What follows belongs to an exercise in optimizing a design on an open flow for small area, a short achievable clock period and few clock cycles; a production flow would make more cautious choices. RTL that was checked went through simulation tests only; none was proved equivalent to the original. Power figures rest on the tool's default switching activity, not on a simulated workload.

the previous run:
==> flow/design.v <==
`timescale 1ns/100ps
package bitmove_pkg;
    localparam int WORD_W = 32;
    localparam int OFS_W  = 5;
    localparam int LEN_W  = 27;
    localparam int ADDR_W = 27;
    typedef logic [WORD_W-1:0] word_t;
    typedef logic [ADDR_W+OFS_W-1:0] bit_addr_t;
    typedef struct packed {
        word_t      data;
        logic [5:0] nbits;
    } chunk_t;
    typedef logic [1:0] reg_addr_t;
    localparam reg_addr_t REG_SRC  = 2'd0;
    localparam reg_addr_t REG_DST  = 2'd1;
    localparam reg_addr_t REG_LEN  = 2'd2;
    localparam reg_addr_t REG_CTRL = 2'd3;
endpackage
`timescale 1ns/100ps
`timescale 1ns/100ps
`timescale 1ns/100ps
`timescale 1ns/100ps
`timescale 1ns/100ps
`timescale 1ns/100ps
`timescale 1ns/100ps
module bitmove_top #(
    parameter int FIFO_DEPTH = 4
) (
    input  logic                           clk,
    input  logic                           arst_n,
    input  logic                           reg_sel,
    input  logic                           reg_write,
    input  bitmove_pkg::reg_addr_t         reg_addr,
    input  bitmove_pkg::word_t             reg_wdata,
    output bitmove_pkg::word_t             reg_rdata,
    output logic                           done,
    output logic                           mem_req,
    output logic                           mem_we,
    output logic [bitmove_pkg::ADDR_W-1:0] mem_addr,
    output bitmove_pkg::word_t             mem_wdata,
    input  logic                           mem_hold,
    input  bitmove_pkg::word_t             mem_rdata
);
    localparam logic [3:0] S_IDLE = 4'b0000;
    localparam logic [3:0] S_DONE = 4'b0001;
    localparam logic [3:0] S_BUB  = 4'b0010;
    localparam logic [3:0] S_PR   = 4'b1000;   
    localparam logic [3:0] S_R0   = 4'b1001;   
    localparam logic [3:0] S_XR   = 4'b1010;   
    localparam logic [3:0] S_R0F  = 4'b1011;   
    localparam logic [3:0] S_O0   = 4'b1100;   
    localparam logic [3:0] S_XO   = 4'b1101;   
    localparam logic [3:0] S_WR   = 4'b1110;   
    logic [31:0] src_r;
    logic [31:0] dst_r;
    logic [26:0] len_r;
    logic [3:0]  state;
    logic [3:0]  nstate;
    logic [1:0]  at;       
    logic [26:0] sa;
    logic [26:0] da;
    logic [22:0] t;
    logic [31:0] P;
    logic [31:0] W;
    logic        busy;
    logic        wr_en;
    logic        go;
    logic        adv;
    assign busy  = state[3] | state[1];
    assign wr_en = reg_sel & reg_write & ~busy;
    assign go    = wr_en & (reg_addr == 2'd3) & reg_wdata[0];
    assign adv   = ~mem_hold;
    always_ff @(posedge clk) begin
        if (wr_en && reg_addr == 2'd0) src_r <= reg_wdata;
        if (wr_en && reg_addr == 2'd1) dst_r <= reg_wdata;
        if (wr_en && reg_addr == 2'd2) len_r <= reg_wdata[26:0];
    end
    always_comb begin
        case (reg_addr)
            2'd0:    reg_rdata = src_r;
            2'd1:    reg_rdata = dst_r;
            2'd2:    reg_rdata = {5'd0, len_r};
            default: reg_rdata = {31'd0, busy};
        endcase
    end
    logic [4:0]  soff, doff, llo, r, dend;
    logic [5:0]  vd, vs;
    logic [1:0]  cd, cs;
    logic        e, flush, lp;
    logic        last, sec, third;
    logic        thi_z, thi_o;
    logic [1:0]  tlo;
    logic [31:0] fmask, lmask, m;
    assign soff  = src_r[4:0];
    assign doff  = dst_r[4:0];
    assign llo   = len_r[4:0];
    assign r     = soff - doff;
    assign e     = soff < doff;
    assign vd    = {1'b0, llo} + {1'b0, doff};
    assign vs    = {1'b0, llo} + {1'b0, soff};
    assign cd    = {vd > 6'd32, (vd != 6'd0) && (vd <= 6'd32)};
    assign cs    = {vs > 6'd32, (vs != 6'd0) && (vs <= 6'd32)};
    assign flush = (cd == cs + {1'b0, e});
    assign dend  = vd[4:0];
    assign lp    = dend != 5'd0;
    assign thi_z = (t[22:2] == '0);
    assign thi_o = (t[22:2] == '1);
    assign tlo   = t[1:0];
    always_comb begin
        case (cd)
            2'd0: begin
                last  = thi_z & (tlo == 2'd1);
                sec   = thi_z & (tlo == 2'd2);
                third = thi_z & (tlo == 2'd3);
            end
            2'd1: begin
                last  = thi_z & (tlo == 2'd0);
                sec   = thi_z & (tlo == 2'd1);
                third = thi_z & (tlo == 2'd2);
            end
            default: begin
                last  = thi_o & (tlo == 2'd3);
                sec   = thi_z & (tlo == 2'd0);
                third = thi_z & (tlo == 2'd1);
            end
        endcase
    end
    assign fmask = ~((32'd1 << doff) - 32'd1);
    assign lmask = lp ? ((32'd1 << dend) - 32'd1) : '1;
    assign m     = (at == 2'd2 ? fmask : '1) & (last ? lmask : '1);
    logic need_o0;
    logic [3:0] after_start;
    logic [3:0] first_state;
    assign need_o0     = (doff != 5'd0) | (last & (lp | flush));
    assign after_start = (last | (sec & flush)) ? S_BUB : S_XR;
    assign first_state = !e ? S_PR : S_R0F;
    always_comb begin
        nstate = state;
        case (state)
            S_IDLE, S_DONE: nstate = go ? first_state : S_IDLE;
            S_PR:  if (adv) nstate = (last & flush) ? S_O0 : S_R0;
            S_R0, S_R0F: if (adv) nstate = need_o0 ? S_O0 : after_start;
            S_O0:  if (adv) nstate = after_start;
            S_XR:  if (adv) nstate = S_WR;
            S_XO:  if (adv) nstate = S_BUB;
            S_BUB: if (adv) nstate = S_WR;
            S_WR:  if (adv) nstate = last ? S_DONE
                                  : sec ? (lp ? S_XO : S_WR)
                                  : (third & flush) ? S_WR : S_XR;
            default: nstate = S_IDLE;
        endcase
    end
    always_ff @(posedge clk or negedge arst_n) begin
        if (!arst_n) begin
            state <= S_IDLE;
            at    <= 2'd0;
        end else begin
            state <= nstate;
            if (adv) begin
                if (state[3] & ~state[2])                 at <= 2'd1;
                else if (state == S_O0)                   at <= 2'd2;
                else if (state == S_XO)                   at <= 2'd3;
                else                                      at <= 2'd0;
            end
        end
    end
    logic        use_d;
    logic        sfirst;
    logic        dfirst;
    logic [26:0] inc;
    logic        acc;
    assign use_d    = state[2];
    assign sfirst   = (state == S_PR) | (state == S_R0F);
    assign mem_addr = use_d ? (dfirst ? dst_r[31:5] : da) : (sfirst ? src_r[31:5] : sa);
    assign inc      = mem_addr + 27'd1;
    assign acc      = state[3] & adv;
    always_ff @(posedge clk) begin
        if (acc & ~use_d) sa <= inc;
        if (acc & (state == S_WR)) da <= inc;
        if (go) begin
            t      <= {1'b0, len_r[26:5]};
            dfirst <= 1'b1;
        end else if (acc & (state == S_WR)) begin
            t      <= t - 23'd1;
            dfirst <= 1'b0;
        end
    end
    logic        src_arr, old_arr, fe;
    logic [4:0]  rr;
    logic [31:0] rot;
    logic [31:0] hm;
    logic [31:0] fun;
    assign src_arr = adv & (at == 2'd1);
    assign old_arr = adv & at[1];
    assign fe      = adv & flush & (((state == S_BUB) & last) | ((state == S_WR) & sec));
    assign rr      = at[1] ? 5'd0 : r;
    always_comb begin
        rot = mem_rdata;
        for (int k = 0; k < 5; k++) begin
            if (rr[k]) rot = (rot >> (1 << k)) | (rot << (32 - (1 << k)));
        end
    end
    assign hm      = at[1] ? ~m : ~('1 >> r);
    assign fun     = (hm & rot) | (~hm & P);
    always_ff @(posedge clk) begin
        if (src_arr) P <= rot;
        for (int i = 0; i < 32; i++) begin
            if ((old_arr & ~m[i]) | src_arr | fe) W[i] <= fun[i];
        end
    end
    assign mem_req   = state[3];
    assign mem_we    = state[2] & state[1];
    assign mem_wdata = W;
    assign done      = (state == S_DONE);
endmodule
Settings: LEC_CHECK=0, CAP_MARGIN=20, CORE_MARGIN=2, CORE_UTILIZATION=40, SETUP_SLACK_MARGIN=4.0, SLEW_MARGIN=20; clock period 8.0 ns.
standard.sh (not shown) runs the stock make flow with config.mk's settings and CLKGATE_MAP_FILE= SYNTH_SCRIPT=/design/flow/synth_recipe.tcl, a recipe that flattens the netlist after the stock synthesis.
==> flow/flow/run.sh <==
#!/bin/bash
# The standard layout with two changes:
#  - synthesis maps logic with an area-oriented ABC script and plain gates
#    for adders (registers are mapped as in the standard synthesis);
#  - each port gets the smallest buffer; timing repair upsizes where needed.
set -euo pipefail
here=$(pwd)
{ head -n 1 synth_recipe.tcl; cat flow/abc_area.tcl; tail -n +2 synth_recipe.tcl; } > own_synth.tcl
sed "s|$here/synth_recipe.tcl|$here/own_synth.tcl|" standard.sh > own_standard.sh
grep -q own_synth.tcl own_standard.sh
export OWN_ABC_SCRIPT='+strash;&get,-n;&st;&syn2;&dch;&nf,-a,-R,1000;&st;&syn2;&dch;&nf,-a,-R,1000;&put;dnsize'
export ADDER_MAP_FILE=
export BUFFER_PORTS_ARGS="-buffer_cell sky130_fd_sc_hd__buf_1"
bash own_standard.sh > standard.log 2>&1
==> flow/flow/abc_area.tcl <==
# Sourced into the synthesis script after its first line: ORFS's abc call is
# redirected to an area-oriented mapping script (flops are mapped before abc,
# so the registers are those of the standard synthesis).
proc abc {args} {
  set i [lsearch -exact $args -script]
  if {$i >= 0} { set args [lreplace $args $i [expr {$i + 1}] -script $::env(OWN_ABC_SCRIPT)] }
  set j [lsearch -exact $args -D]
  if {$j >= 0} { set args [lreplace $args $j [expr {$j + 1}]] }
  yosys abc {*}$args
}
Testbench counts of the previous run, summed over its fixed seeds: cycles 9,457.
Changes in the current run relative to the previous run:
--- a/flow/design.v
+++ b/flow/design.v
@@ -46,9 +46,8 @@
     localparam logic [3:0] S_BUB  = 4'b0010;
     localparam logic [3:0] S_PR   = 4'b1000;   
     localparam logic [3:0] S_R0   = 4'b1001;   
     localparam logic [3:0] S_XR   = 4'b1010;   
-    localparam logic [3:0] S_R0F  = 4'b1011;   
     localparam logic [3:0] S_O0   = 4'b1100;   
     localparam logic [3:0] S_XO   = 4'b1101;   
     localparam logic [3:0] S_WR   = 4'b1110;   
     logic [31:0] src_r;
@@ -132,15 +131,15 @@
     logic [3:0] after_start;
     logic [3:0] first_state;
     assign need_o0     = (doff != 5'd0) | (last & (lp | flush));
     assign after_start = (last | (sec & flush)) ? S_BUB : S_XR;
-    assign first_state = !e ? S_PR : S_R0F;
+    assign first_state = !e ? S_PR : S_R0;
     always_comb begin
         nstate = state;
         case (state)
             S_IDLE, S_DONE: nstate = go ? first_state : S_IDLE;
             S_PR:  if (adv) nstate = (last & flush) ? S_O0 : S_R0;
-            S_R0, S_R0F: if (adv) nstate = need_o0 ? S_O0 : after_start;
+            S_R0:  if (adv) nstate = need_o0 ? S_O0 : after_start;
             S_O0:  if (adv) nstate = after_start;
             S_XR:  if (adv) nstate = S_WR;
             S_XO:  if (adv) nstate = S_BUB;
             S_BUB: if (adv) nstate = S_WR;
@@ -164,26 +163,25 @@
             end
         end
     end
     logic        use_d;
-    logic        sfirst;
-    logic        dfirst;
     logic [26:0] inc;
     logic        acc;
     assign use_d    = state[2];
-    assign sfirst   = (state == S_PR) | (state == S_R0F);
-    assign mem_addr = use_d ? (dfirst ? dst_r[31:5] : da) : (sfirst ? src_r[31:5] : sa);
+    assign mem_addr = use_d ? da : sa;
     assign inc      = mem_addr + 27'd1;
     assign acc      = state[3] & adv;
     always_ff @(posedge clk) begin
-        if (acc & ~use_d) sa <= inc;
-        if (acc & (state == S_WR)) da <= inc;
         if (go) begin
-            t      <= {1'b0, len_r[26:5]};
-            dfirst <= 1'b1;
-        end else if (acc & (state == S_WR)) begin
-            t      <= t - 23'd1;
-            dfirst <= 1'b0;
+            sa <= src_r[31:5];
+            da <= dst_r[31:5];
+            t  <= {1'b0, len_r[26:5]};
+        end else if (acc) begin
+            if (!use_d) sa <= inc;
+            if (state == S_WR) begin
+                da <= inc;
+                t  <= t - 23'd1;
+            end
         end
     end
     logic        src_arr, old_arr, fe;
     logic [4:0]  rr;
==> comparison <==
- In the tables for the previous run and the current run, global-route usage reads lower with the current run.
- The previous run ended up with combinational logic as its top power group; the current run ended up with registers.
- Total area of sequential cells shrinks slightly when moving from the previous run to the current run.
- The sequential share of layout area of the current run falls short of that of the previous run by 0.16 points.
- Compared with the previous run, in the current run y dimension of the die was more or less identical, source-to-sink clock delay at the later pin of the worst-skew pair essentially unchanged, share of the core filled with cells stayed essentially flat, final critical delay including setup and external delays lower.
- Comparing the previous run with the current run, the flip-flop and latch power came out essentially unchanged.
- Compared the current run vs the previous run, and wire length reported by the detailed router is down in the current run.
- Synthesized area ended up 53 um2 higher on the current run than on the previous run.
- Detailed-routed wire length on met3 in the current run is about 30% lower than in the previous run
Testbench counts of the current run, summed over its fixed seeds: cycles 9,457.

* * *

bitmove_top, a different RTL version from the one above (not shown whole).
Size: ~1,200 cells after synthesis, about 170 I/O pins, ~13,000 µm² of cells after synthesis.
==> module bitmove_top, before the edit <==
module bitmove_top #(
    parameter int FIFO_DEPTH = 4
) (
    input  logic                           clk,
    input  logic                           arst_n,
    input  logic                           reg_sel,
    input  logic                           reg_write,
    input  bitmove_pkg::reg_addr_t         reg_addr,
    input  bitmove_pkg::word_t             reg_wdata,
    output bitmove_pkg::word_t             reg_rdata,
    output logic                           done,
    output logic                           mem_req,
    output logic                           mem_we,
    output logic [bitmove_pkg::ADDR_W-1:0] mem_addr,
    output bitmove_pkg::word_t             mem_wdata,
    input  logic                           mem_hold,
    input  bitmove_pkg::word_t             mem_rdata
);
    localparam logic [3:0] S_IDLE = 4'b0000;
    localparam logic [3:0] S_DONE = 4'b0001;
    localparam logic [3:0] S_BUB  = 4'b0010;
    localparam logic [3:0] S_PR   = 4'b1000;   
    localparam logic [3:0] S_R0   = 4'b1001;   
    localparam logic [3:0] S_XR   = 4'b1010;   
    localparam logic [3:0] S_O0   = 4'b1100;   
    localparam logic [3:0] S_XO   = 4'b1101;   
    localparam logic [3:0] S_WR   = 4'b1110;   
    logic [31:0] src_r;
    logic [31:0] dst_r;
    logic [26:0] len_r;
    logic [3:0]  state;
    logic [3:0]  nstate;
    logic [1:0]  at;       
    logic [26:0] sa;
    logic [26:0] da;
    logic [22:0] t;
    logic [31:0] P;
    logic [31:0] W;
    logic        busy;
    logic        wr_en;
    logic        go;
    logic        adv;
    assign busy  = state[3] | state[1];
    assign wr_en = reg_sel & reg_write & ~busy;
    assign go    = wr_en & (reg_addr == 2'd3) & reg_wdata[0];
    assign adv   = ~mem_hold;
    always_ff @(posedge clk) begin
        if (wr_en && reg_addr == 2'd0) src_r <= reg_wdata;
        if (wr_en && reg_addr == 2'd1) dst_r <= reg_wdata;
        if (wr_en && reg_addr == 2'd2) len_r <= reg_wdata[26:0];
    end
    always_comb begin
        case (reg_addr)
            2'd0:    reg_rdata = src_r;
            2'd1:    reg_rdata = dst_r;
            2'd2:    reg_rdata = {5'd0, len_r};
            default: reg_rdata = {31'd0, busy};
        endcase
    end
    logic [4:0]  soff, doff, llo, r, dend;
    logic [5:0]  vd, vs;
    logic [1:0]  cd, cs;
    logic        e, flush, lp;
    logic        last, sec, third;
    logic        thi_z, thi_o;
    logic [1:0]  tlo;
    logic [31:0] fmask, lmask, m;
    assign soff  = src_r[4:0];
    assign doff  = dst_r[4:0];
    assign llo   = len_r[4:0];
    assign r     = soff - doff;
    assign e     = soff < doff;
    assign vd    = {1'b0, llo} + {1'b0, doff};
    assign vs    = {1'b0, llo} + {1'b0, soff};
    assign cd    = {vd > 6'd32, (vd != 6'd0) && (vd <= 6'd32)};
    assign cs    = {vs > 6'd32, (vs != 6'd0) && (vs <= 6'd32)};
    assign flush = (cd == cs + {1'b0, e});
    assign dend  = vd[4:0];
    assign lp    = dend != 5'd0;
    assign thi_z = (t[22:2] == '0);
    assign thi_o = (t[22:2] == '1);
    assign tlo   = t[1:0];
    always_comb begin
        case (cd)
            2'd0: begin
                last  = thi_z & (tlo == 2'd1);
                sec   = thi_z & (tlo == 2'd2);
                third = thi_z & (tlo == 2'd3);
            end
            2'd1: begin
                last  = thi_z & (tlo == 2'd0);
                sec   = thi_z & (tlo == 2'd1);
                third = thi_z & (tlo == 2'd2);
            end
            default: begin
                last  = thi_o & (tlo == 2'd3);
                sec   = thi_z & (tlo == 2'd0);
                third = thi_z & (tlo == 2'd1);
            end
        endcase
    end
    assign fmask = ~((32'd1 << doff) - 32'd1);
    assign lmask = lp ? ((32'd1 << dend) - 32'd1) : '1;
    assign m     = (at == 2'd2 ? fmask : '1) & (last ? lmask : '1);
    logic need_o0;
    logic [3:0] after_start;
    logic [3:0] first_state;
    assign need_o0     = (doff != 5'd0) | (last & (lp | flush));
    assign after_start = (last | (sec & flush)) ? S_BUB : S_XR;
    assign first_state = !e ? S_PR : S_R0;
    always_comb begin
        nstate = state;
        case (state)
            S_IDLE, S_DONE: nstate = go ? first_state : S_IDLE;
            S_PR:  if (adv) nstate = (last & flush) ? S_O0 : S_R0;
            S_R0:  if (adv) nstate = need_o0 ? S_O0 : after_start;
            S_O0:  if (adv) nstate = after_start;
            S_XR:  if (adv) nstate = S_WR;
            S_XO:  if (adv) nstate = S_BUB;
            S_BUB: if (adv) nstate = S_WR;
            S_WR:  if (adv) nstate = last ? S_DONE
                                  : sec ? (lp ? S_XO : S_WR)
                                  : (third & flush) ? S_WR : S_XR;
            default: nstate = S_IDLE;
        endcase
    end
    always_ff @(posedge clk or negedge arst_n) begin
        if (!arst_n) begin
            state <= S_IDLE;
            at    <= 2'd0;
        end else begin
            state <= nstate;
            if (adv) begin
                if (state[3] & ~state[2])                 at <= 2'd1;
                else if (state == S_O0)                   at <= 2'd2;
                else if (state == S_XO)                   at <= 2'd3;
                else                                      at <= 2'd0;
            end
        end
    end
    logic        use_d;
    logic        sfirst;
    logic        dfirst;
    logic [26:0] inc;
    logic        acc;
    assign use_d    = state[2];
    assign sfirst   = (state == S_PR) | ((state == S_R0) & e);
    assign mem_addr = use_d ? (dfirst ? dst_r[31:5] : da) : (sfirst ? src_r[31:5] : sa);
    assign inc      = mem_addr + 27'd1;
    assign acc      = state[3] & adv;
    always_ff @(posedge clk) begin
        if (acc & ~use_d) sa <= inc;
        if (acc & (state == S_WR)) da <= inc;
        if (go) begin
            t      <= {1'b0, len_r[26:5]};
            dfirst <= 1'b1;
        end else if (acc & (state == S_WR)) begin
            t      <= t - 23'd1;
            dfirst <= 1'b0;
        end
    end
    logic        src_arr, old_arr, fe;
    logic [4:0]  rr;
    logic [31:0] rot;
    logic [31:0] hm;
    logic [31:0] fun;
    assign src_arr = adv & (at == 2'd1);
    assign old_arr = adv & at[1];
    assign fe      = adv & flush & (((state == S_BUB) & last) | ((state == S_WR) & sec));
    assign rr      = at[1] ? 5'd0 : r;
    always_comb begin
        rot = mem_rdata;
        for (int k = 0; k < 5; k++) begin
            if (rr[k]) rot = (rot >> (1 << k)) | (rot << (32 - (1 << k)));
        end
    end
    assign hm      = at[1] ? ~m : ~('1 >> r);
    assign fun     = (hm & rot) | (~hm & P);
    always_ff @(posedge clk) begin
        if (src_arr) P <= rot;
        for (int i = 0; i < 32; i++) begin
            if ((old_arr & ~m[i]) | src_arr | fe) W[i] <= fun[i];
        end
    end
    assign mem_req   = state[3];
    assign mem_we    = state[2] & state[1];
    assign mem_wdata = W;
    assign done      = (state == S_DONE);
endmodule
clock: 8.0 ns
lec_check: 0
cap_margin: 20
core_margin: 2
core_utilization: 40
setup_slack_margin: 4.0
slew_margin: 20
Scripts as last shown in full above: flow/flow/run.sh, flow/flow/abc_area.tcl
Next try:
--- a/flow/design.v
+++ b/flow/design.v
@@ -44,12 +44,13 @@
     localparam logic [3:0] S_IDLE = 4'b0000;
     localparam logic [3:0] S_DONE = 4'b0001;
     localparam logic [3:0] S_BUB  = 4'b0010;
     localparam logic [3:0] S_PR   = 4'b1000;   
     localparam logic [3:0] S_R0   = 4'b1001;   
     localparam logic [3:0] S_XR   = 4'b1010;   
+    localparam logic [3:0] S_R0F  = 4'b1011;   
     localparam logic [3:0] S_O0   = 4'b1100;   
     localparam logic [3:0] S_XO   = 4'b1101;   
     localparam logic [3:0] S_WR   = 4'b1110;   
     logic [31:0] src_r;
     logic [31:0] dst_r;
     logic [26:0] len_r;
@@ -86,13 +87,14 @@
     logic [5:0]  vd, vs;
     logic [1:0]  cd, cs;
     logic        e, flush, lp;
     logic        last, sec, third;
     logic        thi_z, thi_o;
     logic [1:0]  tlo;
-    logic [31:0] fmask, lmask, m;
+    logic [4:0]  tx;
+    logic [31:0] th;
     assign soff  = src_r[4:0];
     assign doff  = dst_r[4:0];
     assign llo   = len_r[4:0];
     assign r     = soff - doff;
     assign e     = soff < doff;
     assign vd    = {1'b0, llo} + {1'b0, doff};
@@ -121,27 +123,26 @@
                 last  = thi_o & (tlo == 2'd3);
                 sec   = thi_z & (tlo == 2'd0);
                 third = thi_z & (tlo == 2'd1);
             end
         endcase
     end
-    assign fmask = ~((32'd1 << doff) - 32'd1);
-    assign lmask = lp ? ((32'd1 << dend) - 32'd1) : '1;
-    assign m     = (at == 2'd2 ? fmask : '1) & (last ? lmask : '1);
+    assign tx = (at == 2'd2) ? doff : (at == 2'd3) ? dend : (5'd0 - r);
+    assign th = (32'd1 << tx) - 32'd1;
     logic need_o0;
     logic [3:0] after_start;
     logic [3:0] first_state;
-    assign need_o0     = (doff != 5'd0) | (last & (lp | flush));
-    assign after_start = (last | (sec & flush)) ? S_BUB : S_XR;
-    assign first_state = !e ? S_PR : S_R0;
+    assign need_o0     = (doff != 5'd0) | (last & flush & ~lp);
+    assign after_start = last ? (lp ? S_XO : S_BUB) : (sec & flush) ? S_BUB : S_XR;
+    assign first_state = !e ? S_PR : S_R0F;
     always_comb begin
         nstate = state;
         case (state)
             S_IDLE, S_DONE: nstate = go ? first_state : S_IDLE;
-            S_PR:  if (adv) nstate = (last & flush) ? S_O0 : S_R0;
-            S_R0:  if (adv) nstate = need_o0 ? S_O0 : after_start;
+            S_PR:  if (adv) nstate = (last & flush) ? (need_o0 ? S_O0 : after_start) : S_R0;
+            S_R0, S_R0F: if (adv) nstate = need_o0 ? S_O0 : after_start;
             S_O0:  if (adv) nstate = after_start;
             S_XR:  if (adv) nstate = S_WR;
             S_XO:  if (adv) nstate = S_BUB;
             S_BUB: if (adv) nstate = S_WR;
             S_WR:  if (adv) nstate = last ? S_DONE
                                   : sec ? (lp ? S_XO : S_WR)
@@ -166,13 +167,13 @@
     logic        use_d;
     logic        sfirst;
     logic        dfirst;
     logic [26:0] inc;
     logic        acc;
     assign use_d    = state[2];
-    assign sfirst   = (state == S_PR) | ((state == S_R0) & e);
+    assign sfirst   = (state == S_PR) | (state == S_R0F);
     assign mem_addr = use_d ? (dfirst ? dst_r[31:5] : da) : (sfirst ? src_r[31:5] : sa);
     assign inc      = mem_addr + 27'd1;
     assign acc      = state[3] & adv;
     always_ff @(posedge clk) begin
         if (acc & ~use_d) sa <= inc;
         if (acc & (state == S_WR)) da <= inc;
@@ -188,26 +189,26 @@
     logic [4:0]  rr;
     logic [31:0] rot;
     logic [31:0] hm;
     logic [31:0] fun;
     assign src_arr = adv & (at == 2'd1);
     assign old_arr = adv & at[1];
-    assign fe      = adv & flush & (((state == S_BUB) & last) | ((state == S_WR) & sec));
+    assign fe      = adv & flush & ((last & at[1] & (~at[0] | ~need_o0)) | ((state == S_WR) & sec));
     assign rr      = at[1] ? 5'd0 : r;
     always_comb begin
         rot = mem_rdata;
         for (int k = 0; k < 5; k++) begin
             if (rr[k]) rot = (rot >> (1 << k)) | (rot << (32 - (1 << k)));
         end
     end
-    assign hm      = at[1] ? ~m : ~('1 >> r);
+    assign hm      = (at == 2'd2) ? th : (~th & {32{at[1] | (r != 5'd0)}});
     assign fun     = (hm & rot) | (~hm & P);
     always_ff @(posedge clk) begin
         if (src_arr) P <= rot;
         for (int i = 0; i < 32; i++) begin
-            if ((old_arr & ~m[i]) | src_arr | fe) W[i] <= fun[i];
+            if ((old_arr & hm[i]) | src_arr | fe) W[i] <= fun[i];
         end
     end
     assign mem_req   = state[3];
     assign mem_we    = state[2] & state[1];
     assign mem_wdata = W;
     assign done      = (state == S_DONE);
Effect: The new run produced a clean layout. Design area is lower by 5.3%. Via count falls by 7.0%. Global-route usage drops by 1.5 points. Total power went up by 1.4%. Final cell count decreases by 3.2%. Register-to-register slack improved by 280 ps. Synthesized cell count drops by 4.0%. Sequential cell count stays the same. Worst setup slack improved by 320 ps. Die area came out lower by 1.9%. Utilization shrinks by 1.7 points. Fmax grows by 7.8%. Combinational power rose by about 2%. Clock power barely changes.
No functional check of the RTL was part of any run of this note.

==> afterwards: timing with drivers on the ports <==
The results above use ideal ports. As a check the final layouts listed here were re-extracted and re-timed, cells and wires unchanged. Step 1 assumes that a clkbuf_16 drives the clock port and a buf_2 every other input. Step 2 moves the port delays by t, midway between the first and last clock arrival at a register: inputs arrive t later, outputs are due t later. That takes back most of the time a late clock gives input paths. Three values: ideal, step 1, step 2; two values: the first two.
run | shift t [ns] | slack for setup (ns) | worst hold slack (ns) | worst register clock-pin slew, ns | cell pins on the clock port's net
the previous run | 0.613 | 3.911 / 3.790 / 3.790 | 0.527 / 0.527 / 0.527 | 0.06 / 0.06 | 1
the current run | 0.605 | 3.915 / 3.809 / 3.761 | 0.534 / 0.534 / 0.534 | 0.06 / 0.06 | 1
the first run of note 2 | 0.605 | 3.571 / 3.519 / 3.683 | 0.508 / 0.508 / 0.508 | 0.06 / 0.06 | 1
the second run of note 2 | 0.605 | 3.893 / 3.795 / 3.795 | 0.514 / 0.514 / 0.514 | 0.06 / 0.06 | 1
After both steps every run listed still meets setup and hold. The setup slack of the current run, which loses most, moves by -0.106 ns with the drivers and by -0.154 ns with both steps.
